Background: an optimization exercise with open tools, aiming at small area. Do not read the settings as production practice.
Only simulation tests tie the RTL to the original design; equivalence was not proved.
Power and IR drop assume default switching activity.

## icache_ctrl_unit_mb
module icache_ctrl_unit_mb #(
    parameter int NB_BANKS  = 8,
    parameter int NB_CORES  = 8,
    parameter int ID_WIDTH  = 9,
    parameter int CNT_WIDTH = 16
) (
    input  logic                  clk_i,
    input  logic                  rst_ni,
    input  logic                  bus_req_i,
    input  logic [31:0]           bus_add_i,
    input  logic                  bus_wen_i,
    input  logic [31:0]           bus_wdata_i,
    input  logic [3:0]            bus_be_i,
    input  logic [ID_WIDTH-1:0]   bus_id_i,
    output logic                  bus_gnt_o,
    output logic                  bus_r_valid_o,
    output logic                  bus_r_opc_o,
    output logic [ID_WIDTH-1:0]   bus_r_id_o,
    output logic [31:0]           bus_r_rdata_o,
    output logic [NB_BANKS-1:0]   bypass_req_o,
    input  logic [NB_BANKS-1:0]   bypass_ack_i,
    output logic [NB_BANKS-1:0]   flush_req_o,
    input  logic [NB_BANKS-1:0]   flush_ack_i,
    output logic                  sel_flush_req_o,
    output logic [31:0]           sel_flush_addr_o,
    input  logic                  sel_flush_ack_i,
    input  logic [NB_CORES-1:0]   hit_evt_i,
    input  logic [NB_CORES-1:0]   trans_evt_i,
    output logic [2:0]            state_dbg
);
Size: roughly 320 flip-flops, about 210 I/O pins, ~13000 um^2 of cells after synthesis.
==> flow/config.mk <==
export PLATFORM = sky130hd
export DESIGN_NAME = icache_ctrl_unit_mb
export DESIGN_NICKNAME = icache_ctrl_unit_mb
export VERILOG_FILES = /design/flow/design.v
export SDC_FILE = /design/flow/constraint.sdc
export NUM_CORES = 4
export LEC_CHECK = 0
export ABC_AREA = 1
export CAP_MARGIN = 20
export CORE_MARGIN = 2
export CORE_UTILIZATION = 60
export PLACE_DENSITY = 0.72
export SLEW_MARGIN = 20
export SYNTH_HIERARCHICAL = 1
==> flow/constraint.sdc <==
create_clock -name core_clock -period 6.0 [get_ports {clk_i}]
set_input_delay 1.2000 -clock core_clock [delete_from_list [all_inputs] [get_ports {clk_i}]]
set_output_delay 1.2000 -clock core_clock [all_outputs]
set_load 0.01 [all_outputs]
standard.sh (not shown) runs the stock make flow with config.mk's settings and CLKGATE_MAP_FILE= SYNTH_SCRIPT=/design/flow/synth_recipe.tcl, a recipe that flattens the netlist after the stock synthesis.
==> flow/flow/run.sh <==
#!/bin/bash
# The standard layout (bash standard.sh), with three changes to how it is made:
#  - synthesis maps with an area-only ABC script (flow/abc_area.script: amap, no buffering or
#    upsizing), so the single-gate modules of the RTL map onto single cells;
#  - the port buffers are buf_1 cells;
#  - the clock tree is built from small clock buffers.
# Each step's output goes to a log file of its own in this folder.
set -euo pipefail
here=$(pwd)
rm -rf "$here/scripts_own"
cp -r "$FLOW_HOME/scripts" "$here/scripts_own"
cp "$here/flow/abc_area.script" "$here/scripts_own/abc_area.script"
export SCRIPTS_DIR="$here/scripts_own"
export BUFFER_PORTS_ARGS="-buffer_cell sky130_fd_sc_hd__buf_1"
export CTS_ARGS="-sink_clustering_enable -repair_clock_nets -dont_use_dummy_load -buf_list sky130_fd_sc_hd__clkbuf_8 -sink_clustering_size 16 -sink_clustering_max_diameter 50"
bash standard.sh > "$here/standard_flow.log" 2>&1
==> flow/flow/abc_area.script <==
strash
dch
amap
topo
stime -c
The starting point finished with timing, DRC and antenna clean.
Next try:
--- a/flow/flow/run.sh
+++ b/flow/flow/run.sh
@@ -14,3 +14,3 @@
 export BUFFER_PORTS_ARGS="-buffer_cell sky130_fd_sc_hd__buf_1"
-export CTS_ARGS="-sink_clustering_enable -repair_clock_nets -dont_use_dummy_load -buf_list sky130_fd_sc_hd__clkbuf_8 -sink_clustering_size 16 -sink_clustering_max_diameter 50"
+export CTS_ARGS="-sink_clustering_enable -repair_clock_nets -dont_use_dummy_load -buf_list sky130_fd_sc_hd__clkbuf_4 -sink_clustering_size 10 -sink_clustering_max_diameter 40"
 bash standard.sh > "$here/standard_flow.log" 2>&1
- The new run finished with timing, DRC and antenna clean
- combinational power stays flat
- clock skew rose by 0.025 ns
- power fell by 6.0%
- design area fell by 1.2%
- routed wire length rose by 0.54%
- die area is unchanged
- flip-flop and latch count does not change
- setup slack gets worse by 0.045 ns
- area after synthesis does not change
- clock power fell by 18%

afterwards: timing with drivers on the ports:
No port has a modelled driver above. Below, the same layouts with a new extraction and two added sets of constraints. Step 1, drivers: a clkbuf_16 drives clk_i and a buf_2 each remaining input, both assumed. Step 2 also shifts input and output timing later by t, the mid clock arrival at the registers, as if the neighbouring blocks saw the same clock. Slacks: no drivers / after step 1 / after step 2; pairs: no drivers / after step 1.
run	t, ns	setup WS [ns]	worst setup path at the end	clock arrival spread, ns
the first run	0.564	1.683 / 1.683 / 1.187	input to register	0.059 / 0.059
the second run	0.699	1.638 / 1.638 / 1.173	input to register	0.071 / 0.071
After both steps setup and hold are still met in every run listed. The setup slack of the first run, which loses most, moves by 0.000 ns with the drivers and by -0.496 ns with both steps.
